Source: an optimization exercise on an open RTL-to-GDS flow (aim: small area). Production flows keep margins and buffers that such runs may drop.
The RTL was checked by simulation tests, not by an equivalence proof against the original design.
Power is estimated from default activity; no workload was simulated.

**flow/flow/run.sh**
```bash
#!/bin/bash
# Layout flow: the standard ORFS flow (standard.sh, which runs the
# standard synthesis unchanged), with these changes to how the layout is
# made:
#  - the port buffers are sky130_fd_sc_hd__buf_1 instead of the cell
#    buffer_ports picks by default (every port still gets its buffer);
#  - clock tree synthesis inserts no dummy loads, and clusters up to 30
#    flip-flops on each clkbuf_16 leaf buffer;
#  - after global routing, gates off the critical paths are sized down
#    (ORFS's power recovery step).
# The make run's full output goes to flow_make.log in the work folder;
# ORFS's per-step logs are under orfs/logs/.
set -euo pipefail
cd "$(dirname "${BASH_SOURCE[0]}")/.."
bash standard.sh \
  "BUFFER_PORTS_ARGS=-buffer_cell sky130_fd_sc_hd__buf_1" \
  "CTS_ARGS=-sink_clustering_enable -repair_clock_nets -dont_use_dummy_load -buf_list sky130_fd_sc_hd__clkbuf_16 -sink_clustering_size 30 -sink_clustering_max_diameter 100" \
  "RECOVER_POWER=100" \
  finish > flow_make.log 2>&1
```
**flow/standard.sh**
```bash
#!/bin/bash
# synth_recipe.tcl (not shown) runs the flow's synth.tcl, then flattens the netlist and writes it again
# the make line also repeats each setting of config.mk as NAME=value (left out here)
make -C /OpenROAD-flow-scripts/flow DESIGN_CONFIG=/design/flow/config.mk WORK_HOME=/design/flow/orfs CLKGATE_MAP_FILE= SYNTH_SCRIPT=/design/flow/synth_recipe.tcl "${@:-finish}"
```
**flow/design.v**
```verilog
package id_stage_pkg;
  localparam int DW      = 32;
  localparam int REG_CNT = 32;
  localparam int RW      = $clog2(REG_CNT);
  localparam logic [31:0] NOP = 32'h0;
  localparam int OP_LSB = 26;
  localparam int RS_LSB = 21;
  localparam int RT_LSB = 16;
  localparam int RD_LSB = 11;
  localparam logic [5:0] OP_ADD  = 6'b000001;
  localparam logic [5:0] OP_SUB  = 6'b000011;
  localparam logic [5:0] OP_AND  = 6'b000101;
  localparam logic [5:0] OP_OR   = 6'b000110;
  localparam logic [5:0] OP_NOR  = 6'b000111;
  localparam logic [5:0] OP_XOR  = 6'b001000;
  localparam logic [5:0] OP_SLA  = 6'b001001;
  localparam logic [5:0] OP_SLL  = 6'b001010;
  localparam logic [5:0] OP_SRA  = 6'b001011;
  localparam logic [5:0] OP_SRL  = 6'b001100;
  localparam logic [5:0] OP_ADDI = 6'b100000;
  localparam logic [5:0] OP_SUBI = 6'b100001;
  localparam logic [5:0] OP_LD   = 6'b100100;
  localparam logic [5:0] OP_ST   = 6'b100101;
  localparam logic [5:0] OP_BEZ  = 6'b101000;
  localparam logic [5:0] OP_BNE  = 6'b101001;
  localparam logic [5:0] OP_JMP  = 6'b101010;
  localparam logic [3:0] ALU_ADD = 4'b0001;
  localparam logic [3:0] ALU_SUB = 4'b0011;
  typedef struct packed {
    logic [DW-1:0] pc;
    logic [3:0]    alu_cmd;
    logic [DW-1:0] val1;
    logic [DW-1:0] val2;
    logic [DW-1:0] st_val;
    logic [RW-1:0] dest;
    logic          wb_en;
    logic          mem_r;
    logic          mem_w;
  } id_ex_t;
  function automatic logic [DW-1:0] sext16(input logic [15:0] v);
    sext16 = {{(DW-16){v[15]}}, v};
  endfunction
endpackage
module id_stage_reg_file #(
  parameter  int REG_CNT = 32,
  parameter  int DW      = 32,
  localparam int AW      = $clog2(REG_CNT)
) (
  input  logic          clk,
  input  logic          rst,
  input  logic [AW-1:0] ra1,
  input  logic [AW-1:0] ra2,
  output logic [DW-1:0] rd1,
  output logic [DW-1:0] rd2,
  input  logic          we,
  input  logic [AW-1:0] wa,
  input  logic [DW-1:0] wd
);
  logic [REG_CNT-1:1][DW-1:0] regs;
  logic [REG_CNT-1:1]         vld;
  logic [REG_CNT-1:1]         wsel;
  logic [REG_CNT-1:1]         rdv;
  always_comb begin
    for (int i = 1; i < REG_CNT; i++) wsel[i] = we && (wa == AW'(i));
  end
  always_ff @(posedge clk) begin
    for (int i = 1; i < REG_CNT; i++)
      if (wsel[i]) regs[i] <= wd;
  end
  always_ff @(posedge clk or posedge rst) begin
    if (rst) vld <= '0;
    else     vld <= vld | wsel;
  end
  assign rdv = vld & ~wsel;
  id_stage_rd_port #(.REG_CNT(REG_CNT), .DW(DW)) u_rd1 (
    .ra(ra1), .we(we), .wa(wa), .wd(wd), .rdv(rdv), .regs(regs), .rd(rd1)
  );
  id_stage_rd_port #(.REG_CNT(REG_CNT), .DW(DW)) u_rd2 (
    .ra(ra2), .we(we), .wa(wa), .wd(wd), .rdv(rdv), .regs(regs), .rd(rd2)
  );
endmodule
module id_stage_rd_port #(
  parameter  int REG_CNT = 32,
  parameter  int DW      = 32,
  localparam int AW      = $clog2(REG_CNT)
) (
  input  logic [AW-1:0]              ra,
  input  logic                       we,
  input  logic [AW-1:0]              wa,
  input  logic [DW-1:0]              wd,
  input  logic [REG_CNT-1:1]         rdv,
  input  logic [REG_CNT-1:1][DW-1:0] regs,
  output logic [DW-1:0]              rd
);
  logic [REG_CNT-1:0] sel;
  id_stage_rd_dec #(.REG_CNT(REG_CNT)) u_dec (
    .ra(ra), .we(we), .wa(wa), .rdv(rdv), .sel(sel)
  );
  for (genvar b = 0; b < DW; b++) begin : g_bit
    logic [REG_CNT-1:0] src;
    always_comb begin
      src[0] = wd[b];
      for (int i = 1; i < REG_CNT; i++) src[i] = regs[i][b];
    end
    id_stage_ao_n #(.N(REG_CNT)) u_ao (.sel(sel), .src(src), .y(rd[b]));
  end
endmodule
module id_stage_rd_dec #(
  parameter  int REG_CNT = 32,
  localparam int AW      = $clog2(REG_CNT)
) (
  input  logic [AW-1:0]      ra,
  input  logic               we,
  input  logic [AW-1:0]      wa,
  input  logic [REG_CNT-1:1] rdv,
  output logic [REG_CNT-1:0] sel
);
  localparam int LW = 2;
  localparam int HW = AW - LW;
  logic [2**LW-1:0]  lo;
  logic [2**HW-1:0]  hi;
  always_comb begin
    for (int j = 0; j < 2**LW; j++) lo[j] = (ra[LW-1:0] == LW'(j));
    for (int j = 0; j < 2**HW; j++) hi[j] = (ra[AW-1:LW] == HW'(j));
  end
  assign sel[0] = we && (wa == ra) && (ra != '0);
  for (genvar i = 1; i < REG_CNT; i++) begin : g_sel
    id_stage_and3 u_and (.a(lo[i % 2**LW]), .b(hi[i / 2**LW]), .c(rdv[i]), .y(sel[i]));
  end
endmodule
module id_stage_and3 (
  input  logic a,
  input  logic b,
  input  logic c,
  output logic y
);
  assign y = a & b & c;
endmodule
module id_stage_ao_n #(
  parameter int N = 32
) (
  input  logic [N-1:0] sel,
  input  logic [N-1:0] src,
  output logic         y
);
  logic [9:0] n;
  logic [2:0] t;
  for (genvar g = 0; g < 10; g++) begin : g_grp
    id_stage_aoi3 u_aoi (.s(sel[3*g +: 3]), .d(src[3*g +: 3]), .y(n[g]));
  end
  id_stage_nand4 u_t0 (.a(n[3:0]), .y(t[0]));
  id_stage_nand4 u_t1 (.a(n[7:4]), .y(t[1]));
  id_stage_ao_tail u_t2 (.n(n[9:8]), .s(sel[31:30]), .d(src[31:30]), .y(t[2]));
  id_stage_or3 u_or (.a(t), .y(y));
endmodule
module id_stage_nand4 (
  input  logic [3:0] a,
  output logic       y
);
  assign y = ~&a;
endmodule
module id_stage_or3 (
  input  logic [2:0] a,
  output logic       y
);
  assign y = |a;
endmodule
module id_stage_ao_tail (
  input  logic [1:0] n,
  input  logic [1:0] s,
  input  logic [1:0] d,
  output logic       y
);
  assign y = ~&n | |(s & d);
endmodule
module id_stage_aoi3 (
  input  logic [2:0] s,
  input  logic [2:0] d,
  output logic       y
);
  assign y = ~|(s & d);
endmodule
import id_stage_pkg::*;
module id_stage (
  input  logic          clk,
  input  logic          rst,
  input  logic [DW-1:0] pc_in,
  input  logic [DW-1:0] instr_in,
  input  logic          wb_en,
  input  logic [RW-1:0] wb_dest,
  input  logic [DW-1:0] wb_val,
  input  logic          exe_wb_en,
  input  logic [RW-1:0] exe_dest,
  input  logic          mem_wb_en,
  input  logic [RW-1:0] mem_dest,
  output logic          freez,
  output logic          br_taken,
  output logic [DW-1:0] br_addr,
  output logic [DW-1:0] pc_out,
  output logic [3:0]    alu_cmd,
  output logic [DW-1:0] val1,
  output logic [DW-1:0] val2,
  output logic [DW-1:0] st_val,
  output logic [RW-1:0] dest,
  output logic          wb_en_out,
  output logic          mem_r,
  output logic          mem_w
);
  logic [5:0]    op;
  logic [RW-1:0] rs, rt, rd;
  logic [DW-1:0] imm, rv1, rv2;
  logic          is_r, is_ai, is_ld, is_st;
  logic          is_bez, is_bne, is_jmp;
  logic          use1, use2, br_cond;
  logic          haz1, haz2;
  id_stage_pkg::id_ex_t d, q;
  assign op  = instr_in[OP_LSB +: 6];
  assign rs  = instr_in[RS_LSB +: RW];
  assign rt  = instr_in[RT_LSB +: RW];
  assign rd  = instr_in[RD_LSB +: RW];
  assign imm = {{(DW-16){instr_in[15]}}, instr_in[15:0]};
  id_stage_reg_file #(
    .REG_CNT(REG_CNT),
    .DW     (DW)
  ) u_rf (
    .clk(clk),
    .rst(rst),
    .ra1(rs),
    .ra2(rt),
    .rd1(rv1),
    .rd2(rv2),
    .we (wb_en),
    .wa (wb_dest),
    .wd (wb_val)
  );
  always_comb begin
    is_r   = (op == OP_ADD) || (op == OP_SUB) || (op == OP_AND) ||
             (op == OP_OR)  || (op == OP_NOR) || (op == OP_XOR) ||
             (op == OP_SLA) || (op == OP_SLL) || (op == OP_SRA) ||
             (op == OP_SRL);
    is_ai  = (op == OP_ADDI) || (op == OP_SUBI);
    is_ld  = (op == OP_LD);
    is_st  = (op == OP_ST);
    is_bez = (op == OP_BEZ);
    is_bne = (op == OP_BNE);
    is_jmp = (op == OP_JMP);
    d       = '0;
    use1    = 1'b0;
    use2    = 1'b0;
    br_cond = 1'b0;
    unique case (1'b1)
      is_r: begin
        use1      = 1'b1;
        use2      = 1'b1;
        d.alu_cmd = op[3:0];
        d.pc      = pc_in;
        d.val1    = rv1;
        d.val2    = rv2;
        d.dest    = rd;
        d.wb_en   = 1'b1;
      end
      is_ai, is_ld: begin
        use1      = 1'b1;
        d.alu_cmd = (op == OP_SUBI) ? ALU_SUB : ALU_ADD;
        d.pc      = pc_in;
        d.val1    = rv1;
        d.val2    = imm;
        d.dest    = rt;
        d.wb_en   = 1'b1;
        d.mem_r   = is_ld;
      end
      is_st: begin
        use1      = 1'b1;
        use2      = 1'b1;
        d.alu_cmd = ALU_ADD;
        d.pc      = pc_in;
        d.val1    = rv1;
        d.val2    = imm;
        d.st_val  = rv2;
        d.mem_w   = 1'b1;
      end
      is_bez: begin
        use1    = 1'b1;
        br_cond = (rv1 == '0);
      end
      is_bne: begin
        use1    = 1'b1;
        use2    = 1'b1;
        br_cond = (rv1 != rv2);
      end
      is_jmp: br_cond = 1'b1;
      default: ;
    endcase
  end
  assign haz1 = (rs != '0) &&
                ((exe_wb_en && rs == exe_dest) ||
                 (mem_wb_en && rs == mem_dest));
  assign haz2 = (rt != '0) &&
                ((exe_wb_en && rt == exe_dest) ||
                 (mem_wb_en && rt == mem_dest));
  assign freez = (use1 && haz1) || (use2 && haz2);
  assign br_taken = br_cond && !freez;
  assign br_addr  = pc_in + {imm[DW-3:0], 2'b00};
  always_ff @(posedge clk or posedge rst) begin
    if (rst)        q <= '0;
    else if (freez) q <= '0;
    else            q <= d;
  end
  assign pc_out    = q.pc;
  assign alu_cmd   = q.alu_cmd;
  assign val1      = q.val1;
  assign val2      = q.val2;
  assign st_val    = q.st_val;
  assign dest      = q.dest;
  assign wb_en_out = q.wb_en;
  assign mem_r     = q.mem_r;
  assign mem_w     = q.mem_w;
endmodule
```
**flow/constraint.sdc**
```tcl
create_clock -name core_clock -period 9.0 [get_ports {clk}]
set_input_delay 1.8000 -clock core_clock [delete_from_list [all_inputs] [get_ports {clk}]]
set_output_delay 1.8000 -clock core_clock [all_outputs]
set_load 0.01 [all_outputs]
```
**flow/config.mk**
```make
export PLATFORM = sky130hd
export DESIGN_NAME = id_stage
export DESIGN_NICKNAME = id_stage
export VERILOG_FILES = /design/flow/design.v
export SDC_FILE = /design/flow/constraint.sdc
export NUM_CORES = 4
export LEC_CHECK = 0
export CAP_MARGIN = 0
export CORE_MARGIN = 2
export CORE_UTILIZATION = 40
export GPL_TIMING_DRIVEN = 0
export SETUP_SLACK_MARGIN = 0.2
export SLEW_MARGIN = 0
export SYNTH_HIERARCHICAL = 1
export SYNTH_MINIMUM_KEEP_SIZE = 0
```
==> summary.md, run 1 <==
| Metric | Value |
|---|---|
| Clk latency of the worst-skew pair | `0.70 ns` |
| Fill count | `roughly 10000` |
| Setup Skew | `about 0.11 ns` |
| Kind of end point of the critical path | `primary output` |
| Via count | `about 35000` |
| Final Wtd Congestion | `between 0.9 and 1` |
| Setup ws final | `0.152 ns` |
| Library cells used by synthesis | `between 60 and 70` |
| Worst Max-Slew Pin Slew | `4.44 ns` |
| Min Tclk post-route | `8.85 ns` |
| Post-Syn Area | `0.0476 mm2` |
| Number of H-tree branching levels | `2` |
| Violated checks | `max-capacitance violations, max-slew violations` |
| Power density cells | `182 mW/mm2` |
| Post-route ant nets | `0` |
| # rows | `126` |
| CP Cell Sequence | `clkbuf_2 -> or4b_1 -> buf_2 -> o21a_1 -> and3_2 -> buf_16 -> a222oi_1 -> nand4_1 -> or3_1 -> xnor2_2 -> nand4_1 -> nor4_4 -> a21oi_1 -> a21oi_1 -> nor4b_2 -> buf_1` |
| Most common flop cell mapped by yosys | `edfxtp_1` |
| First-pass GRT wire length | `between 200000 and 250000 um` |
| RSZ-0062 raised after global routing | `no` |
| Count of pins over their slew limit | `~1200` |
| Outcome | `complete, but fails checks` |
| Die Span Y | `~350 um` |
| Final setup vio count | `0` |
| Leakage | `16.9 nW` |
| Die width | `~350 um` |
| CP max-delay cell | `or3_1` |
| First-pass DRT Iterations | `11` |
| FF+latch count, synth | `about 1200` |
| Crit path kind | `in -> out` |
| Fin cells | `around 4900` |
| Drc violations | `0` |
| Avg Inst Size Synth | `around 16 um2` |
| CTS tree | `yes` |
| Clk buf depth | `3` |
| CTS Hold Buffers Added | `0` |
| Slew headroom | `-196%` |
| DIE AREA | `between 0.1 and 0.15 mm2` |
| Area of the core | `approximately 0.12 mm2` |
| Pre-CTS setup slack | `-0.760 ns` |
| Total grt overflow | `0` |
| CP required | `7.20 ns` |
| Startpoint Class | `input port` |
| Vias in the first global route | `33047` |
| Hold WS | `just under 0.5 ns` |
| Max frequency | `approximately 110 MHz` |
| Hold WC Path Type | `reg -> reg` |
| Setup bufs post-CTS | `0` |
| Drt wl/cell | `~36 um` |
| Final Core Density | `around 45%` |
| Maximum vdd drop | `0.000140 V` |
| GRT Total Usage | `between 20% and 30%` |
| Ys async rst share | `between 10% and 20%` |
| Initial antenna violation count | `8` |
| Synth Warn # | `10` |
| CTS root buf | `clkbuf_16` |
| Dpl hpwl | `between 100000 and 150000 um` |
| Largest net degree at the start of global routing | `73` |
| Final #Nets | `roughly 3500` |
| Placed cell area | `around 0.053 mm2` |
| Max_cap viols | `53` |
| CTS Buf Count | `47` |
| Cells after DPL | `between 4000 and 5000` |
| Fin crit share | `98.3%` |
| DR vias/cell | `roughly 7` |
| Final instance area | `around 0.053 mm2` |
| EDFF count, synth | `992` |
| Initial Utilization | `roughly 40%` |
| IO buf count | `roughly 290` |
| IO Count | `290` |
| Clock sinks | `1163` |
| Worst EP arrival | `approximately 7 ns` |
| Routed wire length | `174000 um` |
| Clk slew on worst S/H paths | `0.12 ns` |
| Crit-path max FO | `18` |
| Share of layout cells above drive strength 1 | `between 5 and 6%` |
| Final hold violations | `0` |
| Initial DRC Count | `just over 8000` |
| Post-synthesis sequential area ratio | `71.5%` |
| Syn Inst Count | `2930` |
| Synthesis-to-layout area growth | `11.1%` |
| Slowest stage delay, CP | `around 0.67 ns` |
==> Yosys cell counts, types with 4 or more instances <==
master    count  area share (%)
edfxtp_1    992              63
clkbuf_1     31            0.24
inv_1        16            0.13
o21ai_0      26            0.27
ha_1         29            0.76
buf_2        10            0.11
and3_1       65            0.85
and2_1       99             1.3
a222oi_1    640              13
o211ai_1      4           0.063
o31ai_1       5           0.079
nand4_1     148             1.9
xnor2_1      76             1.4
nor3b_1       9            0.14
a211oi_1      4           0.063
nand2b_1     11            0.14
a21o_1        7            0.11
a22oi_1      84             1.3
buf_6         6            0.14
o21bai_1     32            0.50
nor3_1       10            0.11
nor2_1       79            0.62
nand3_1      69            0.72
buf_1         4           0.032
dfrtp_1     171             9.0
nor4_1       13            0.17
nor2b_1       8            0.11
a21oi_1      60            0.63
and3b_1       4           0.074
o21a_1       32            0.50
xor2_1       13            0.24
nand2_1      58            0.46
or3_1        65            0.85
==> what timing repair did <==
item / CTS / global route
resized for setup: 16 / 22
pin swaps: 4 / 4
endpoints found under the hold margin: 0 / 0
endpoints found under the setup margin: 1 / 1
==> cell type report <==
cell class,count,area [um2],share of cell area [%]
multi-input combinational,1696,13400,25.3
buffer,55,275,0.520
tap,1536,1920,3.63
sequential,1163,34100,64.4
antenna,2,5.00,0.00946
clock buffer,47,1180,2.22
inverter,16,61.3,0.116
timing repair buffer,369,2000,3.78
==> kinds of logic (layout without fill, tap and decap cells) <==
group | after synthesis | count (layout) | synth area share (%)
AO/OA/AOI/OAI | 915 | 915 | 17.4
adder cells (fa/ha/maj) | 30 | 30 | 0.804
flip-flops | 1163 | 1163 | 71.5
multiplexers | 1 | 1 | 0.0210
AND/OR/NAND/NOR | 661 | 661 | 7.94
other | 0 | 2 | 0
buffers and inverters | 71 | 487 | 0.701
XOR/XNOR | 89 | 89 | 1.64
==> critical path: cells and delay by family <==
family          cells  cell delay [ns]
buf+inv             4             0.82
compound gates      4             0.90
simple gates        7             3.06
xor+xnor            1             0.40
==> per-module statistics from Yosys (local to each module, per instance), a selection <==
| module | times used | flops+latches | cells | area (um2) |
|---|---|---|---|---|
| id_stage | 1 | 140 | 708 | 7120 |
| id_stage_and3 | 62 | 0 | 1 | 6.26 |
| id_stage_ao_tail | 64 | 0 | 2 | 12.5 |
| id_stage_aoi3 | 640 | 0 | 1 | 10.0 |
| id_stage_nand4 | 128 | 0 | 1 | 6.26 |
| id_stage_or3 | 64 | 0 | 1 | 6.26 |
==> stage by stage <==
step / setup TNS, ns / power (mW)
global placement: -1.72 / 7.10
CTS: 0 / 9.61
global route: 0 / 9.87
finish: 0 / 9.61
detailed placement: -0.760 / 7.14
floorplan: 0 / 6.61
==> placed cells by master, fill, tap and decap left out, types with 8 or more instances in the layout <==
cell	count
o21a_1	32
o21ai_0	26
nor4_1	12
xnor2_1	72
nor2b_1	8
dfrtp_1	171
nand3_1	69
inv_1	15
and2_0	54
buf_12	22
nand2_1	58
xor2_1	13
edfxtp_1	992
nor3_1	10
buf_16	9
ha_1	29
nor2_1	80
or3_1	63
a21oi_1	61
clkbuf_16	47
clkbuf_1	121
and3_2	56
nand2b_1	11
buf_1	242
o21bai_1	32
nor3b_1	9
buf_2	12
a222oi_1	640
a22oi_1	84
and2_1	45
nand4_1	148
==> report_power, final <==
group          internal (mW)  switching [mW]
sequential              5.96          0.0479
combinational          0.306           0.759
clock                  0.942            1.60
==> per-layer routing <==
metal  up-vias  global-route usage (%)  part of all wire (%)
li1      14181                       -                     -
met1     17463                    36.7                    37
met2      2931                    39.9                    42
met3       440                    8.90                    15
met4        12                    13.9                   6.0
met5         -                       0                 0.044
==> registers in the layout (all words and copies together), names as in the netlist <==
signal,cells
q,140
u_rf.regs,992
u_rf.vld,31
==> worst paths after layout <==
check | start | end | slack [ns] | cells after the start
max | wb_dest[4] | br_taken | 0.15 | 16
min | u_rf.vld[2] | u_rf.vld[2] | 0.49 | 2
max reg2reg | u_rf.vld[12] | q[53] | 5.72 | 8
min reg2reg | u_rf.vld[2] | u_rf.vld[2] | 0.49 | 2
max in group asynchronous | rst | q[24] | 1.67 | 3
min in group asynchronous | rst | u_rf.vld[8] | 1.25 | 2
==> run 2: changes to the inputs <==
==> flow/flow/run.sh (replaced) <==
#!/bin/bash
# Layout flow: the standard ORFS flow (standard.sh, which runs the
# standard synthesis unchanged), with these changes to how the layout is
# made:
#  - the port buffers are sky130_fd_sc_hd__buf_1 instead of the cell
#    buffer_ports picks by default (every port still gets its buffer);
#  - clock tree synthesis inserts no dummy loads, and clusters up to 25
#    flip-flops on each clkbuf_16 leaf buffer.
# The make run's full output goes to flow_make.log in the work folder;
# ORFS's per-step logs are under orfs/logs/.
set -euo pipefail
cd "$(dirname "${BASH_SOURCE[0]}")/.."
bash standard.sh \
  "BUFFER_PORTS_ARGS=-buffer_cell sky130_fd_sc_hd__buf_1" \
  "CTS_ARGS=-sink_clustering_enable -repair_clock_nets -dont_use_dummy_load -buf_list sky130_fd_sc_hd__clkbuf_16 -sink_clustering_size 25 -sink_clustering_max_diameter 100" \
  finish > flow_make.log 2>&1
--- a/flow/config.mk
+++ b/flow/config.mk
@@ -5,11 +5,11 @@
 export SDC_FILE = /design/flow/constraint.sdc
 export NUM_CORES = 4
 export LEC_CHECK = 0
-export CAP_MARGIN = 0
+export CAP_MARGIN = 20
 export CORE_MARGIN = 2
 export CORE_UTILIZATION = 40
 export GPL_TIMING_DRIVEN = 0
 export SETUP_SLACK_MARGIN = 0.2
-export SLEW_MARGIN = 0
+export SLEW_MARGIN = 20
 export SYNTH_HIERARCHICAL = 1
 export SYNTH_MINIMUM_KEEP_SIZE = 0
==> run 2 against run 1 <==
Against the previous run: now clean on timing, DRC and antenna; final area rose by 4.1%; cell count grew 0.96%; synthesized cell count unchanged; critical path type unchanged; highest routed layer unchanged.
==> summary.md, run 2 <==
| Metric | Value |
|---|---|
| Outcome | `timing/DRC/antenna clean` |
| Routed wire length | `176000 um (+1.2%)` |
| Initial DRC Count | `8471 (+3.6%)` |
| Die width | `349 um (unchanged)` |
| CTS Buf Count | `54 (+15%)` |
| Most common cell after layout, fill and taps aside | `edfxtp_1` |
| Leakage | `17.9 nW (+6.0%)` |
| CTS Hold Buffers Added | `0 (unchanged)` |
| Max_cap viols | `0 (-100%)` |
| Yosys top cell by area | `edfxtp_1` |
| IO Count | `290 (unchanged)` |
| Avg Inst Size Synth | `16.3 um2 (unchanged)` |
| Startpoint Class | `input port` |
| Post-Syn Area | `0.0476 mm2 (unchanged)` |
| Synth Warn # | `10 (unchanged)` |
| Fin cells | `4931 (+0.96%)` |
| Final setup vio count | `0 (unchanged)` |
| Total grt overflow | `0 (unchanged)` |
| Clk buf depth | `3 (unchanged)` |
| Crit-path max FO | `18 (unchanged)` |
| Tot Pwr | `9.82 mW (+2.2%)` |
| GRT met2 Usage | `41.3% (+1.5 points)` |
| IO buf count | `286 (unchanged)` |
| Most frequent cells in the layout | `992 x edfxtp_1, 640 x a222oi_1, 251 x buf_1` |
| Drt wl/cell | `35.7 um (+0.25%)` |
| Ys async rst share | `14.7% (unchanged)` |
| Most common flop cell mapped by yosys | `edfxtp_1` |
| Max reg flops | `992 (unchanged)` |
| Synthesis-to-layout area growth | `15.6%` |
| Post-route setup TNS | `0 ns (unchanged)` |
| Number of H-tree branching levels | `2 (unchanged)` |
| Initial antenna violation count | `10 (+2)` |
| GR Layer Usage met3 | `9.25% (+0.35 points)` |
| Setup Skew | `0.0637 ns (-0.0461 ns)` |
| Max frequency | `112 MHz (-0.98%)` |
| Syn Inst Count | `2930 (unchanged)` |
| Post-route ant nets | `0 (unchanged)` |
| Min Tclk post-route | `8.93 ns (+0.0874 ns)` |
| Die Span Y | `349 um (unchanged)` |
| Routing usage on met1 | `36.9% (+0.24 points)` |
| Post-synthesis sequential area ratio | `71.5% (unchanged)` |
| Vias in the first global route | `33763 (+2.2%)` |
| Setup bufs post-CTS | `0 (unchanged)` |
| First-pass GRT wire length | `244000 um (+1.5%)` |
| Worst Max-Slew Pin Slew | `1.04 ns (-3.41 ns)` |
| Power density cells | `178 mW/mm2 (-1.8%)` |
| Largest register by flop count | `u_rf.regs` |
| Dpl hpwl | `122000 um (+6.4%)` |
| Setup ws final | `0.0651 ns (-0.0874 ns)` |
| FF+latch count, synth | `1163 (unchanged)` |
| Synth top area cells | `edfxtp_1 63%, a222oi_1 13%, dfrtp_1 9.0%` |
| Worst EP arrival | `7.13 ns (+0.08 ns)` |
| Drc violations | `0 (unchanged)` |
| Fin crit share | `99.3% (+0.97 points)` |
| CTS tree | `yes` |
| Area of the core | `0.118 mm2 (unchanged)` |
| Clk latency of the worst-skew pair | `0.69 ns (about the same)` |
| EDFF count, synth | `992 (unchanged)` |
| Share of layout cells above drive strength 1 | `10.9% (+5.2 points)` |
| Kind of end point of the critical path | `primary output` |
| # rows | `126 (unchanged)` |
| Clock sinks | `1163 (unchanged)` |
| Initial Utilization | `40.3% (unchanged)` |
| Largest net degree at the start of global routing | `73 (unchanged)` |
| Top-area cell type share of the netlist area | `62.5% (unchanged)` |
| Clk slew on worst S/H paths | `0.08 ns (-0.04 ns)` |
| Final hold violations | `0 (unchanged)` |
| DIE AREA | `0.122 mm2 (unchanged)` |
| Via count | `35584 (+1.6%)` |
| Final Wtd Congestion | `0.991 (unchanged)` |
| Pre-CTS setup slack | `-0.348 ns (+0.412 ns)` |
| CTS root buf | `clkbuf_16` |
| Crit path kind | `in -> out` |
| First-pass DRT Iterations | `14 (+3)` |
| Slew headroom | `30.9% (+230 points)` |
| Hold WC Path Type | `reg -> reg` |
| Library cells used by synthesis | `65 (unchanged)` |
| Cell with the most instances after synthesis | `edfxtp_1` |
| Synth cell count leaders | `992 x edfxtp_1, 640 x a222oi_1, 171 x dfrtp_1` |
| Hold WS | `0.479 ns (-0.00872 ns)` |
| Final #Nets | `3540 (+1.3%)` |
| Largest regs | `u_rf.regs x992, q x140, u_rf.vld x31` |
| GRT Total Usage | `27.8% (+0.39 points)` |
| GR peak layer | `met2` |
| RSZ-0062 raised after global routing | `no` |
| Maximum vdd drop | `0.000144 V (+3.2%)` |
| CP required | `7.20 ns (about the same)` |
| DR vias/cell | `7.22 (+0.62%)` |
| Cells after DPL | `4873 (+0.89%)` |
| Count of pins over their slew limit | `0 (-100%)` |
[run 2: kinds of logic after synthesis]
| logic type | count (synthesis) | synth area share (%) |
|---|---|---|
| AOI/OAI and AO/OA | 915 | 17.4 |
| adders and majority gates | 30 | 0.804 |
| and+or+nand+nor | 661 | 7.94 |
| muxes | 1 | 0.0210 |
| xor gates and xnor gates | 89 | 1.64 |
| buffers and inverters | 71 | 0.701 |
| DFF | 1163 | 71.5 |
[run 2: final timing paths]
path	start	to	slack [ns]	cells after the start
worst max-delay path	wb_dest[4]	br_taken	0.07	16
worst min register to register	u_rf.vld[2]	u_rf.vld[2]	0.48	2
max in group asynchronous	rst	q[32]	6.86	3
worst max register to register	u_rf.vld[12]	q[53]	5.67	8
min in group asynchronous	rst	q[108]	1.30	2
worst min-delay path	u_rf.vld[2]	u_rf.vld[2]	0.48	2
[run 2: per-module statistics from Yosys (local to each module, per instance), excerpt]
module	area (um2)	times used	cells inside
id_stage_or3	6.26	64	1
id_stage_and3	6.26	62	1
id_stage	7120	1	708
id_stage_nand4	6.26	128	1
id_stage_aoi3	10.0	640	1
id_stage_ao_tail	12.5	64	2
[run 2: final cells by class]
type	instances	area, um2
fill	10153	63000
sequential	1163	34100
multi-input combinational	1696	13700
timing repair buffer	408	3690
tap	1536	1920
clock buffer	54	1350
buffer	55	285
inverter	16	67.6
antenna	3	7.51
[run 2: routing by layer]
layer	part of all wire, %	vias to the layer above	wire [um]
li1	-	14297	-
met1	36	17770	63900
met2	42	3073	74800
met3	16	432	28000
met4	5.3	12	9360
met5	0.040	-	71
[run 2: timing repair]
action / in CTS / in global routing
endpoints found under the setup margin: 1 / 1
gates resized for setup: 12 / 28
endpoints found under the hold margin: 0 / 0
pin swaps: 5 / 8
[run 2: metrics by stage]
step                instance area, um2  util (%)
floorplan                        47600         -
global placement                 50600      42.9
detailed placement               53600      45.4
CTS                              55000      46.5
global route                     55100      46.6
finish                           55100      46.6
[run 2: worst max-delay path, stage by stage]
cell and delay, ns:
clkbuf_2 0.20, or4b_1 0.54, buf_2 0.25, o21a_1 0.23, and3_2 0.45, buf_16 0.27
a222oi_1 0.30, nand4_1 0.33, or3_1 0.68, xnor2_2 0.43, nand4_1 0.32, nor4_4 0.71
a21oi_1 0.17, a21oi_1 0.20, nor4b_2 0.08, buf_1 0.13
[run 2: power breakdown]
part,switching [mW],internal [mW]
registers,0.0486,5.95
logic,0.778,0.335
clock network,1.63,1.07
==> run 3: changes to the inputs <==
--- a/flow/flow/run.sh
+++ b/flow/flow/run.sh
@@ -5,7 +5,10 @@
 #  - the port buffers are sky130_fd_sc_hd__buf_1 instead of the cell
 #    buffer_ports picks by default (every port still gets its buffer);
 #  - clock tree synthesis inserts no dummy loads, and clusters up to 25
-#    flip-flops on each clkbuf_16 leaf buffer.
+#    flip-flops on each clkbuf_16 leaf buffer;
+#  - after global routing, gates off the critical paths are sized down
+#    (ORFS's power recovery step), and flow/post_grt.tcl then repairs the
+#    slew, capacitance and setup limits again.
 # The make run's full output goes to flow_make.log in the work folder;
 # ORFS's per-step logs are under orfs/logs/.
 set -euo pipefail
@@ -13,4 +16,6 @@
 bash standard.sh \
   "BUFFER_PORTS_ARGS=-buffer_cell sky130_fd_sc_hd__buf_1" \
   "CTS_ARGS=-sink_clustering_enable -repair_clock_nets -dont_use_dummy_load -buf_list sky130_fd_sc_hd__clkbuf_16 -sink_clustering_size 25 -sink_clustering_max_diameter 100" \
+  "RECOVER_POWER=100" \
+  "POST_GLOBAL_ROUTE_TCL=$PWD/flow/post_grt.tcl" \
   finish > flow_make.log 2>&1
==> flow/flow/post_grt.tcl (new file) <==
# Run at the end of ORFS's global route step, after its power recovery
# (RECOVER_POWER), which sizes gates down without regard to the slew and
# capacitance limits: repair those limits again, then legalise and reroute
# what changed, and repair setup timing.
global_route -start_incremental
repair_design -slew_margin 20 -cap_margin 20 -verbose
detailed_placement
global_route -end_incremental
estimate_parasitics -global_routing
global_route -start_incremental
repair_timing -setup -setup_margin 0.2 -verbose
detailed_placement
global_route -end_incremental
estimate_parasitics -global_routing
==> run 3 against run 2 <==
Against the previous run: still clean on timing, DRC and antenna; final area shrank 1.3%; sequential cell count is the same; wire length grew 0.11%; die area is the same; cell count grew 0.32%; critical endpoint unchanged.
==> summary.md, run 3 <==
| Metric | Value |
|---|---|
| Syn Inst Count | `2930 (unchanged)` |
| Fill count | `10269 (+1.1%)` |
| Crit path kind | `in -> out` |
| Largest register by flop count | `u_rf.regs` |
| CTS tree | `yes` |
| Largest net degree at the start of global routing | `73 (unchanged)` |
| Initial DRC Count | `8202 (-3.2%)` |
| Die width | `349 um (unchanged)` |
| Via count | `35471 (-0.32%)` |
| Number of H-tree branching levels | `2 (unchanged)` |
| Synth top area cells | `edfxtp_1 63%, a222oi_1 13%, dfrtp_1 9.0%` |
| Largest regs | `u_rf.regs x992, q x140, u_rf.vld x31` |
| Avg Inst Size Synth | `16.3 um2 (unchanged)` |
| Hold WS | `0.484 ns (+0.00457 ns)` |
| Reg2Reg Depth | `8 (unchanged)` |
| Max reg flops | `992 (unchanged)` |
| Clk pwr share | `27.5% (about the same)` |
| Routed wire length | `176000 um (+0.11%)` |
| Drc violations | `0 (unchanged)` |
| Post-Syn Area | `0.0476 mm2 (unchanged)` |
| Power density cells | `180 mW/mm2 (+1.2%)` |
| EDFF count, synth | `992 (unchanged)` |
| Startpoint Class | `input port` |
| Drt wl/cell | `35.6 um (-0.21%)` |
| Most common cell after layout, fill and taps aside | `edfxtp_1` |
| Kind of end point of the critical path | `primary output` |
| Ys async rst share | `14.7% (unchanged)` |
| Cell with the most instances after synthesis | `edfxtp_1` |
| Crit-path max FO | `18 (unchanged)` |
| Synthesis-to-layout area growth | `14.0%` |
| Maximum vdd drop | `0.000145 V (+0.47%)` |
| IO buf count | `286 (unchanged)` |
| Combinational Power Share | `11.2% (about the same)` |
| Die Span Y | `349 um (unchanged)` |
| Worst Max-Slew Pin Slew | `1.15 ns (+0.113 ns)` |
| Post-route setup TNS | `0 ns (unchanged)` |
| Synth Area in XOR/XNOR | `1.64% (unchanged)` |
| Outcome | `timing/DRC/antenna clean` |
| Initial antenna violation count | `9 (-1)` |
| Clk slew on worst S/H paths | `0.08 ns (about the same)` |
| Max frequency | `113 MHz (+0.64%)` |
| Library cells used by synthesis | `65 (unchanged)` |
| Fin cells | `4947 (+0.32%)` |
| Top-area cell type share of the netlist area | `62.5% (unchanged)` |
| IO Count | `290 (unchanged)` |
| Seq pwr share | `61.3% (+0.2 points)` |
| NetSw | `2.45 mW (-0.35%)` |
| Dpl hpwl | `122000 um (unchanged)` |
| Hold-critical path depth | `2 (unchanged)` |
| DR vias/cell | `7.17 (-0.64%)` |
| Clk buf depth | `3 (unchanged)` |
| Resized cells post-CTS | `12 (unchanged)` |
| # rows | `126 (unchanged)` |
| Area of the core | `0.118 mm2 (unchanged)` |
| Final hold violations | `0 (unchanged)` |
| Cells after DPL | `4873 (unchanged)` |
| Largest family of logic cells by synthesized area | `compound AO/OA/AOI/OAI gates` |
| Clock sinks | `1163 (unchanged)` |
| Final #Nets | `3554 (+0.40%)` |
| Setup Skew | `0.0712 ns (+0.00750 ns)` |
| Most common flop cell mapped by yosys | `edfxtp_1` |
| Total grt overflow | `0 (unchanged)` |
| Initial Utilization | `40.3% (unchanged)` |
| Clk latency of the worst-skew pair | `0.69 ns (about the same)` |
| Share of layout cells above drive strength 1 | `9.92% (-0.98 points)` |
| GRT Total Usage | `27.8% (unchanged)` |
| First-pass GRT wire length | `244000 um (unchanged)` |
| Final setup vio count | `0 (unchanged)` |
| Post-synthesis mux area share | `0.0210% (unchanged)` |
| Synth Area in Compound Gates | `17.4% (unchanged)` |
| Post-synthesis sequential area ratio | `71.5% (unchanged)` |
| Synth Area in Simple Gates | `7.94% (unchanged)` |
| Setup bufs post-CTS | `0 (unchanged)` |
| FF+latch count, synth | `1163 (unchanged)` |
| DIE AREA | `0.122 mm2 (unchanged)` |
| Synth cell count leaders | `992 x edfxtp_1, 640 x a222oi_1, 171 x dfrtp_1` |
| Yosys top cell by area | `edfxtp_1` |
| Int Pwr | `7.35 mW (-0.11%)` |
| Worst EP arrival | `7.08 ns (-0.05 ns)` |
| Synth Warn # | `10 (unchanged)` |
| Switching part of the total | `25.0% (-0.046 points)` |
| CP required | `7.20 ns (about the same)` |
| Vias in the first global route | `33763 (unchanged)` |
| Fin crit share | `98.6% (-0.63 points)` |
| CTS Hold Buffers Added | `0 (unchanged)` |
| Leakage | `17.6 nW (-1.4%)` |
| CTS root buf | `clkbuf_16` |
| CTS Buf Count | `54 (unchanged)` |
| Slew headroom | `23.4% (-7.5 points)` |
| First-pass DRT Iterations | `12 (-2)` |
| Max_cap viols | `0 (unchanged)` |
| Hold WC Path Type | `reg -> reg` |
| Adder-cell share of the synthesized area | `0.804% (unchanged)` |
| Final Wtd Congestion | `0.991 (unchanged)` |
| Min Tclk post-route | `8.88 ns (-0.0567 ns)` |
| Post-route ant nets | `0 (unchanged)` |
| Count of pins over their slew limit | `0 (unchanged)` |
| Most frequent cells in the layout | `992 x edfxtp_1, 640 x a222oi_1, 243 x buf_1` |
-- run 3: changes by cell type in the layout (fill, tap and decap cells not counted), sizes merged --
cell      previous run  this run
buf                430       347
clkbuf              87       184
clkinvlp             0         1
diode                3         5
inv                 16        15
-- run 3: layout make-up --
type	instances	area, um2	share of cell area [%]
Sequential cell	1163	34100	62.7
Multi-Input combinational cell	1696	13500	24.9
Timing Repair Buffer	422	3120	5.75
Tap cell	1536	1920	3.54
Clock buffer	54	1350	2.49
Buffer	55	279	0.514
Inverter	16	63.8	0.117
Antenna cell	5	12.5	0.0230
-- run 3: per-layer routing --
layer	global-route usage [%]	vias up	routed length [um]
li1	-	14304	-
met2	41.3	2970	74500
met1	36.9	17733	63800
met3	9.25	454	27900
met4	12.6	10	9980
met5	0	-	64
-- run 3: per-module statistics from Yosys, one instance, submodules excluded, excerpt --
module,flip-flops and latches,cell area [um2]
id_stage_aoi3,0,10.0
id_stage_or3,0,6.26
id_stage_ao_tail,0,12.5
id_stage_and3,0,6.26
id_stage,140,7120
id_stage_nand4,0,6.26
-- run 3: logic make-up after synthesis --
family | Yosys count
multiplexers | 1
adder cells (fa/ha/maj) | 30
flip-flops | 1163
AO/OA/AOI/OAI | 915
AND/OR/NAND/NOR | 661
buffers and inverters | 71
XOR/XNOR | 89
-- run 3: power by group through the flow --
stage	Combinational, mW	Sequential (mW)	Clock [mW]
floorplan	0.489	6.12	0
global placement	0.981	6.12	0
detailed placement	1.04	6.12	0
CTS	1.05	6.00	2.74
finish	1.10	6.00	2.70
-- run 3: path summary, 6_finish.rpt --
check | startpoint | endpoint | slack, ns
setup / recovery | wb_dest[4] | br_taken | 0.12
hold / removal | u_rf.vld[3] | u_rf.vld[3] | 0.48
setup reg to reg | u_rf.vld[12] | q[53] | 5.71
hold reg to reg | u_rf.vld[3] | u_rf.vld[3] | 0.48
max in group asynchronous | rst | q[29] | 6.68
min in group asynchronous | rst | q[108] | 1.15
-- run 3: metrics by stage --
stage	instance area [um2]	total power [mW]	setup WS, ns	utilization (%)
global placement	50600	7.10	-1.72	42.9
floorplan	47600	6.61	2.07	-
CTS	55000	9.78	0.213	46.5
detailed placement	53600	7.16	-0.348	45.4
finish	54300	9.80	0.122	46.0
-- run 3: worst max-delay path, stage by stage --
cell      delay, ns
clkbuf_2       0.20
or4b_1         0.54
buf_2          0.23
o21a_1         0.22
and3_2         0.45
buf_16         0.27
a222oi_1       0.30
nand4_1        0.32
or3_1          0.67
xnor2_2        0.42
nand4_1        0.32
nor4_4         0.69
a21oi_1        0.17
a21oi_1        0.20
nor4b_2        0.08
buf_1          0.13
==> run 4: changes to the inputs <==
--- a/flow/design.v
+++ b/flow/design.v
@@ -92,17 +92,20 @@
   input  logic [REG_CNT-1:1][DW-1:0] regs,
   output logic [DW-1:0]              rd
 );
-  logic [REG_CNT-1:0] sel;
-  id_stage_rd_dec #(.REG_CNT(REG_CNT)) u_dec (
-    .ra(ra), .we(we), .wa(wa), .rdv(rdv), .sel(sel)
-  );
+  localparam int HB = DW / 2;
+  logic [1:0][REG_CNT-1:0] sel;
+  for (genvar h = 0; h < 2; h++) begin : g_half
+    id_stage_rd_dec #(.REG_CNT(REG_CNT)) u_dec (
+      .ra(ra), .we(we), .wa(wa), .rdv(rdv), .sel(sel[h])
+    );
+  end
   for (genvar b = 0; b < DW; b++) begin : g_bit
     logic [REG_CNT-1:0] src;
     always_comb begin
       src[0] = wd[b];
       for (int i = 1; i < REG_CNT; i++) src[i] = regs[i][b];
     end
-    id_stage_ao_n #(.N(REG_CNT)) u_ao (.sel(sel), .src(src), .y(rd[b]));
+    id_stage_ao_n #(.N(REG_CNT)) u_ao (.sel(sel[b / HB]), .src(src), .y(rd[b]));
   end
 endmodule
 module id_stage_rd_dec #(
==> run 4 against run 3 <==
Against the previous run: cell count increased by 2.7%; worst hold slack lost 0.0013 ns; sequential cell count did not move; clock skew is 0.0097 ns lower; clock power hardly changed; clock-buffer cell count is the same; critical path type unchanged; critical endpoint unchanged; highest routed layer unchanged.
==> summary.md, run 4 <==
| Metric | Value |
|---|---|
| CP max-delay cell | `or3_1` |
| Startpoint Class | `input port` |
| Total grt overflow | `0 (unchanged)` |
| Slew headroom | `9.10% (-14 points)` |
| Avg Inst Size Synth | `15.9 um2 (-2.1%)` |
| Synth Area in Compound Gates | `17.2% (-0.22 points)` |
| GRT Total Usage | `29.1% (+1.3 points)` |
| IO Count | `290 (unchanged)` |
| Yosys top cell by area | `edfxtp_1` |
| Max reg flops | `992 (unchanged)` |
| Synthesis-to-layout area growth | `10.6%` |
| Maximum vdd drop | `0.000161 V (+11%)` |
| Resized cells post-CTS | `8 (-4)` |
| Worst Max-Slew Pin Slew | `1.36 ns (+0.215 ns)` |
| FF+latch count, synth | `1163 (unchanged)` |
| Worst EP arrival | `6.89 ns (-0.19 ns)` |
| Tot Pwr | `9.86 mW (+0.56%)` |
| Cell with the most instances after synthesis | `edfxtp_1` |
| Final setup vio count | `0 (unchanged)` |
| Via count | `36570 (+3.1%)` |
| Synth Warn # | `10 (unchanged)` |
| Setup ws final | `0.311 ns (+0.190 ns)` |
| WL met2 | `81000 um (+8.8%)` |
| Most frequent cells in the layout | `992 x edfxtp_1, 640 x a222oi_1, 242 x buf_1` |
| Crit-path max FO | `16 (-2)` |
| Power density cells | `184 mW/mm2 (+2.1%)` |
| Largest register by flop count | `u_rf.regs` |
| Initial DRC Count | `8752 (+6.7%)` |
| Max_cap viols | `0 (unchanged)` |
| Top-area cell type share of the netlist area | `61.5% (-0.98 points)` |
| CTS Buf Count | `54 (unchanged)` |
| CP Cell Sequence | `clkbuf_2 -> or4b_1 -> clkbuf_1 -> o21a_1 -> and3_2 -> a222oi_1 -> nand4_1 -> or3_1 -> nor4_1 -> nand4_1 -> nor2_1 -> o21ai_0 -> nor2_1 -> a21oi_1 -> nor4b_1 -> buf_1` |
| Syn Inst Count | `3040 (+3.8%)` |
| Ys async rst share | `14.7% (unchanged)` |
| Placed cell area | `0.0531 mm2 (-0.84%)` |
| Largest family of logic cells by synthesized area | `compound AO/OA/AOI/OAI gates` |
| Outcome | `timing/DRC/antenna clean` |
| Clk latency of the worst-skew pair | `0.72 ns (+0.03 ns)` |
| Min Tclk post-route | `8.69 ns (-0.190 ns)` |
| Leakage | `17.4 nW (-0.97%)` |
| WP buf/inv | `3 (-1)` |
| Drc violations | `0 (unchanged)` |
| CTS root buf | `clkbuf_16` |
| First-pass GRT wire length | `255000 um (+4.6%)` |
| Largest net degree at the start of global routing | `102 (+40%)` |
| CTS tree | `yes` |
| Setup Skew | `0.0615 ns (-0.00971 ns)` |
| Pre-CTS setup slack | `-0.0756 ns (+0.273 ns)` |
| CP required | `7.20 ns (about the same)` |
| Number of H-tree branching levels | `2 (unchanged)` |
| Die Span Y | `352 um (+0.79%)` |
| Vias in the first global route | `34163 (+1.2%)` |
| Crit path kind | `in -> out` |
| Clk slew on worst S/H paths | `0.10 ns (+0.02 ns)` |
| Setup bufs post-CTS | `0 (unchanged)` |
| Routed wire length | `186000 um (+5.5%)` |
| Synth Area in Simple Gates | `9.02% (+1.1 points)` |
| Largest regs | `u_rf.regs x992, q x140, u_rf.vld x31` |
| Kind of end point of the critical path | `primary output` |
| Synth top area cells | `edfxtp_1 62%, a222oi_1 13%, dfrtp_1 8.8%` |
| Most common flop cell mapped by yosys | `edfxtp_1` |
| Synth cell count leaders | `992 x edfxtp_1, 640 x a222oi_1, 171 x dfrtp_1` |
| IO buf count | `286 (unchanged)` |
| Share of layout cells above drive strength 1 | `6.43% (-3.5 points)` |
| Clock sinks | `1163 (unchanged)` |
| Max frequency | `115 MHz (+2.2%)` |
| Post-route ant nets | `0 (unchanged)` |
| Final hold violations | `0 (unchanged)` |
| DR vias/cell | `7.20 (+0.42%)` |
| Adder-cell share of the synthesized area | `0.791% (-0.013 points)` |
| Count of pins over their slew limit | `0 (unchanged)` |
| Library cells used by synthesis | `65 (unchanged)` |
| Synth Area in XOR/XNOR | `1.79% (+0.16 points)` |
| Initial antenna violation count | `24 (+15)` |
| Final instance area | `0.0535 mm2 (-1.5%)` |
| Final #Nets | `3601 (+1.3%)` |
| First-pass DRT Iterations | `14 (+2)` |
| Crit path max-delay family | `simple AND/OR/NAND/NOR gates` |
| Hold WC Path Type | `reg -> reg` |
| DIE AREA | `0.124 mm2 (+1.6%)` |
| Post-synthesis mux area share | `0.0207% (-0.00033 points)` |
| Die width | `352 um (+0.79%)` |
| Dpl hpwl | `121000 um (-1.1%)` |
| Drt wl/cell | `36.6 um (+2.8%)` |
| # rows | `127 (+0.79%)` |
| Fill count | `10689 (+4.1%)` |
| Met3 wire length | `27800 um (-0.48%)` |
| Initial Utilization | `40.3% (about the same)` |
| Final Core Density | `44.6% (-1.4 points)` |
| Fin crit share | `96.5% (-2.1 points)` |
| Clk buf depth | `3 (unchanged)` |
| Most common cell after layout, fill and taps aside | `edfxtp_1` |
| Final Wtd Congestion | `0.887 (-10%)` |
| Slowest stage delay, CP | `0.60 ns (-0.09 ns)` |
| EDFF count, synth | `992 (unchanged)` |
| Post-synthesis sequential area ratio | `70.4% (-1.1 points)` |
| Highest Signal Layer | `met5` |
| CTS Hold Buffers Added | `0 (unchanged)` |
| Area of the core | `0.120 mm2 (+1.6%)` |
| Wl on met1 | `64200 um (+0.57%)` |
| Post-Syn Area | `0.0484 mm2 (+1.6%)` |
==> run 4: modules after synthesis, one instance, submodules excluded, a selection <==
module | cells inside | area [um2] | times used
id_stage_nand4 | 1 | 6.26 | 128
id_stage_ao_tail | 2 | 12.5 | 64
id_stage_aoi3 | 1 | 10.0 | 640
id_stage_or3 | 1 | 6.26 | 64
id_stage | 708 | 7120 | 1
id_stage_and3 | 1 | 6.26 | 124
==> run 4: final timing paths <==
path,depth (start not counted),end,slack (ns),from
min in group asynchronous,2,q[82],1.16,rst
max in group asynchronous,5,q[32],6.33,rst
worst min register to register,1,u_rf.vld[23],0.48,u_rf.vld[23]
worst min-delay path,1,u_rf.vld[23],0.48,u_rf.vld[23]
worst max-delay path,16,br_taken,0.31,wb_dest[4]
worst max register to register,7,q[46],5.83,u_rf.vld[6]
==> run 4: routing by layer <==
metal,GRT usage [%],vias to the layer above
met3,7.86,573
met4,16.2,10
met2,44.5,3216
li1,-,14632
met5,0,-
met1,37.5,18139
==> run 4: worst reg2reg max path: stages (launching register included) <==
cell and delay, ns:
dfrtp_1 0.39, o21a_1 0.17, and3_1 0.55, a222oi_1 0.59, nand4_1 0.36, or3_1 0.67
a22oi_1 0.27, nor2_1 0.06
==> run 4: where the power goes <==
part / total (mW) / leakage (nW) / internal (mW) / switching (mW)
logic: 1.13 / 5.56 / 0.312 / 0.819
registers: 6.00 / 11.2 / 5.96 / 0.0467
clock network: 2.72 / 0.666 / 1.07 / 1.65
==> run 4: kinds of logic (layout without fill, tap and decap cells) <==
family | count (synthesis) | in the layout
flip-flops | 1163 | 1163
AO/OA/AOI/OAI | 917 | 917
AND/OR/NAND/NOR | 753 | 753
XOR/XNOR | 99 | 99
buffers and inverters | 77 | 490
adder cells (fa/ha/maj) | 30 | 30
multiplexers | 1 | 1
other | 0 | 14
==> run 4: per-stage QoR <==
stage                     hold WS (ns)  TNS (ns)  std cells
after floorplan                  0.436         0       3040
after detailed placement         0.458   -0.0756       5003
after global placement           0.450         0       4938
final                            0.482         0       5079
after CTS                        0.481         0       5057
==> run 4: cell type report <==
class / count / area, um2 / area share, %
timing repair buffer: 359 / 1550 / 2.90
multi-input combinational: 1800 / 14100 / 26.4
buffer: 61 / 329 / 0.615
tap: 1612 / 2020 / 3.77
inverter: 16 / 63.8 / 0.119
sequential: 1163 / 34100 / 63.6
antenna: 14 / 35.0 / 0.0654
clock buffer: 54 / 1350 / 2.52
==> run 5: changes to the inputs <==
--- a/flow/flow/run.sh
+++ b/flow/flow/run.sh
@@ -2,6 +2,8 @@
 # Layout flow: the standard ORFS flow (standard.sh, which runs the
 # standard synthesis unchanged), with these changes to how the layout is
 # made:
+#  - the buffers that synthesis (ABC) inserted are removed at floorplan
+#    (ORFS's REMOVE_ABC_BUFFERS), leaving buffering to the resizer;
 #  - the port buffers are sky130_fd_sc_hd__buf_1 instead of the cell
 #    buffer_ports picks by default (every port still gets its buffer);
 #  - clock tree synthesis inserts no dummy loads, and clusters up to 25
@@ -17,5 +19,6 @@
   "BUFFER_PORTS_ARGS=-buffer_cell sky130_fd_sc_hd__buf_1" \
   "CTS_ARGS=-sink_clustering_enable -repair_clock_nets -dont_use_dummy_load -buf_list sky130_fd_sc_hd__clkbuf_16 -sink_clustering_size 25 -sink_clustering_max_diameter 100" \
   "RECOVER_POWER=100" \
+  "REMOVE_ABC_BUFFERS=1" \
   "POST_GLOBAL_ROUTE_TCL=$PWD/flow/post_grt.tcl" \
   finish > flow_make.log 2>&1
==> run 5 against run 4 <==
Against the previous run: maximum frequency down 0.29%; still clean; critical path type unchanged; synthesized cell count unchanged; register-to-register slack worse by 0.03 ns; critical endpoint unchanged.
==> summary.md, run 5 <==
| Metric | Value |
|---|---|
| CTS root buf | `clkbuf_16` |
| Ys async rst share | `14.7% (unchanged)` |
| Area of the core | `0.120 mm2 (unchanged)` |
| Clock sinks | `1163 (unchanged)` |
| Synth cell count leaders | `992 x edfxtp_1, 640 x a222oi_1, 171 x dfrtp_1` |
| Library cells used by synthesis | `65 (unchanged)` |
| Synth Area in XOR/XNOR | `1.79% (unchanged)` |
| IO buf count | `289 (+1.0%)` |
| GRT met2 Usage | `42.3% (-2.2 points)` |
| Fin crit share | `96.8% (+0.28 points)` |
| Min Tclk post-route | `8.71 ns (+0.0252 ns)` |
| Most frequent cells in the layout | `992 x edfxtp_1, 640 x a222oi_1, 235 x buf_1` |
| Post-route ant nets | `0 (unchanged)` |
| Number of H-tree branching levels | `2 (unchanged)` |
| Tot Pwr | `9.78 mW (-0.75%)` |
| Initial antenna violation count | `29 (+21%)` |
| Most common flop cell mapped by yosys | `edfxtp_1` |
| Via count | `36144 (-1.2%)` |
| Clk pwr share | `27.3% (-0.3 points)` |
| Worst Max-Slew Pin Slew | `1.22 ns (-0.139 ns)` |
| GRT Total Usage | `27.2% (-1.9 points)` |
| Largest register by flop count | `u_rf.regs` |
| Power density cells | `183 mW/mm2 (-0.73%)` |
| Setup Skew | `0.0372 ns (-0.0243 ns)` |
| Leakage | `17.4 nW (-0.12%)` |
| Final hold violations | `0 (unchanged)` |
| Total grt overflow | `0 (unchanged)` |
| Resized cells post-CTS | `43 (+35)` |
| EDFF count, synth | `992 (unchanged)` |
| Syn Inst Count | `3040 (unchanged)` |
| Cells after DPL | `4948 (-1.1%)` |
| First-pass GRT wire length | `243000 um (-4.6%)` |
| Cell with the most instances after synthesis | `edfxtp_1` |
| Routed wire length | `175000 um (-6.0%)` |
| Adder-cell share of the synthesized area | `0.791% (unchanged)` |
| Synth top area cells | `edfxtp_1 62%, a222oi_1 13%, dfrtp_1 8.8%` |
| Avg Inst Size Synth | `15.9 um2 (unchanged)` |
| Clk slew on worst S/H paths | `0.10 ns (about the same)` |
| NetSw | `2.46 mW (-2.1%)` |
| Final Wtd Congestion | `0.948 (+6.9%)` |
| Dpl hpwl | `114000 um (-5.7%)` |
| Synth Area in Compound Gates | `17.2% (unchanged)` |
| Final setup vio count | `0 (unchanged)` |
| DR vias/cell | `7.17 (-0.40%)` |
| Post-synthesis sequential area ratio | `70.4% (unchanged)` |
| Hold-critical path depth | `1 (unchanged)` |
| Drt wl/cell | `34.7 um (-5.3%)` |
| Hold WC Path Type | `reg -> reg` |
| First-pass DRT Iterations | `14 (unchanged)` |
| GR peak layer | `met2` |
| Clk buf depth | `3 (unchanged)` |
| Die width | `352 um (unchanged)` |
| Clk latency of the worst-skew pair | `0.68 ns (-0.04 ns)` |
| Int Pwr | `7.32 mW (-0.29%)` |
| CTS Hold Buffers Added | `0 (unchanged)` |
| Worst EP arrival | `6.91 ns (+0.02 ns)` |
| Initial Utilization | `40.3% (unchanged)` |
| Max frequency | `115 MHz (-0.29%)` |
| Initial DRC Count | `8765 (+0.15%)` |
| Top-area cell type share of the netlist area | `61.5% (unchanged)` |
| Largest family of logic cells by synthesized area | `compound AO/OA/AOI/OAI gates` |
| Die Span Y | `352 um (unchanged)` |
| Placed cell area | `0.0528 mm2 (-0.59%)` |
| Slew headroom | `18.4% (+9.3 points)` |
| Count of pins over their slew limit | `0 (unchanged)` |
| DIE AREA | `0.124 mm2 (unchanged)` |
| CTS tree | `yes` |
| Post-synthesis mux area share | `0.0207% (unchanged)` |
| Synth Area in Simple Gates | `9.02% (unchanged)` |
| Drc violations | `0 (unchanged)` |
| Switching part of the total | `25.2% (-0.35 points)` |
| Maximum vdd drop | `0.000153 V (-4.9%)` |
| Synthesis-to-layout area growth | `10.6% (about the same)` |
| Largest regs | `u_rf.regs x992, q x140, u_rf.vld x31` |
| Share of layout cells above drive strength 1 | `7.02% (+0.59 points)` |
| CP required | `7.20 ns (about the same)` |
| IO Count | `290 (unchanged)` |
| CTS Buf Count | `53 (-1.9%)` |
| # rows | `127 (unchanged)` |
| Outcome | `timing/DRC/antenna clean` |
| Post-route setup TNS | `0 ns (unchanged)` |
| Largest net degree at the start of global routing | `90 (-12%)` |
| Setup bufs post-CTS | `15 (+15)` |
| Final Core Density | `44.6% (about the same)` |
| Max reg flops | `992 (unchanged)` |
| Yosys top cell by area | `edfxtp_1` |
| Startpoint Class | `input port` |
| Seq pwr share | `61.4% (+0.5 points)` |
| Max_cap viols | `0 (unchanged)` |
| FF+latch count, synth | `1163 (unchanged)` |
| Crit path kind | `in -> out` |
| Vias in the first global route | `33741 (-1.2%)` |
| Final instance area | `0.0535 mm2 (about the same)` |
| Post-Syn Area | `0.0484 mm2 (unchanged)` |
| Final #Nets | `3567 (-0.94%)` |
| GR Layer Usage met3 | `8.41% (+0.55 points)` |
| Reg2Reg Depth | `7 (unchanged)` |
| Most common cell after layout, fill and taps aside | `edfxtp_1` |
| Fin cells | `5040 (-0.77%)` |
| Crit-path max FO | `16 (unchanged)` |
| Synth Warn # | `10 (unchanged)` |
| Combinational Power Share | `11.3% (-0.2 points)` |
| Kind of end point of the critical path | `primary output` |
| Routing usage on met1 | `36.9% (-0.60 points)` |
## run 5: cell counts after synthesis
Identical to the previous run, type by type.
## run 5: kinds of logic after synthesis
family | count (synthesis)
simple gates | 753
xor+xnor | 99
compound gates | 917
buf+inv | 77
flops | 1163
mux | 1
fa+ha+maj | 30
## run 5: power by group through the flow
stage / clock [mW] / combinational (mW) / sequential, mW
6_report: 2.67 / 1.11 / 6.01
3_3_place_gp: 0 / 1.02 / 6.12
4_1_cts: 2.70 / 1.08 / 6.00
3_5_place_dp: 0 / 1.06 / 6.12
2_1_floorplan: 0 / 0.497 / 6.12
## run 5: per-layer routing
metal / vias up / share of wire [%]
met2: 2980 / 45
met4: 18 / 3.5
met1: 18211 / 37
li1: 14545 / -
met3: 390 / 15
met5: - / 0.059
## run 5: cell type report
| class | count | area (um2) |
|---|---|---|
| Antenna cell | 9 | 22.5 |
| Sequential cell | 1163 | 34100 |
| Timing Repair Buffer | 387 | 1750 |
| Tap cell | 1612 | 2020 |
| Multi-Input combinational cell | 1800 | 14300 |
| Fill cell | 10655 | 66400 |
| Clock buffer | 53 | 1330 |
| Inverter | 16 | 63.8 |
## run 5: final timing paths
check                        startpoint           end  slack [ns]
setup / recovery             wb_dest[0]      br_taken        0.29
hold / removal             u_rf.vld[15]  u_rf.vld[15]        0.49
setup reg to reg            u_rf.vld[9]         q[54]        5.80
hold reg to reg            u_rf.vld[15]  u_rf.vld[15]        0.49
max in group asynchronous           rst         q[73]        6.40
min in group asynchronous           rst         q[88]        1.30
## run 5: stage by stage
stage                     setup WS, ns  hold slack [ns]
final                            0.286            0.487
after CTS                        0.238            0.483
after detailed placement         -1.14            0.459
after global placement           -1.27            0.448
after floorplan                   2.24            0.436
## run 5: Yosys stat by module (local to each module, per instance), excerpt
module            cells  times used  area, um2  flip-flops and latches
id_stage_or3          1          64       6.26                       0
id_stage_nand4        1         128       6.26                       0
id_stage_ao_tail      2          64       12.5                       0
id_stage            708           1       7120                     140
id_stage_aoi3         1         640       10.0                       0
id_stage_and3         1         124       6.26                       0
## run 5: worst max-delay path: stages
cell and delay, ns:
buf_2 0.22, nand4bb_4 0.48, o21a_1 0.35, and3_1 0.60, a222oi_1 0.48, nand4_1 0.37
or3_1 0.63, xnor2_1 0.54, nand4_1 0.41, nor4_4 0.45, a21oi_1 0.15, a21oi_1 0.17
nor4b_1 0.08, buf_1 0.16

re-timing with driven ports:
No port has a modelled driver above. Below, the same layouts with a new extraction and two added sets of constraints.
Step 1 sets driving cells, clkbuf_16 on the clock port and buf_2 on the other inputs (assumed; they add their load-dependent delay and slew).
Step 2 moves the port delays by t, midway between the first and last clock arrival at a register: inputs arrive t later, outputs are due t later. That takes back most of the time a late clock gives input paths.
Slacks: ideal ports / drivers / drivers and shift; pairs: ideal ports / drivers.
run | t (ns) | setup slack, ns | max-slew violations | cell pins on the clock port's net
run 1 | 0.717 | 0.152 / 0.106 / 0.106 | 1170 / 1200 | 1
run 2 | 0.729 | 0.065 / 0.018 / 0.018 | 0 / 0 | 1
run 3 | 0.729 | 0.122 / 0.074 / 0.074 | 0 / 0 | 1
run 4 | 0.764 | 0.311 / 0.168 / 0.168 | 0 / 0 | 1
run 5 | 0.722 | 0.286 / 0.183 / 0.183 | 0 / 0 | 1
The drivers bring new slew violations in run 1. The setup slack of run 4, which loses most, moves by -0.143 ns with the drivers and by -0.143 ns with both steps.
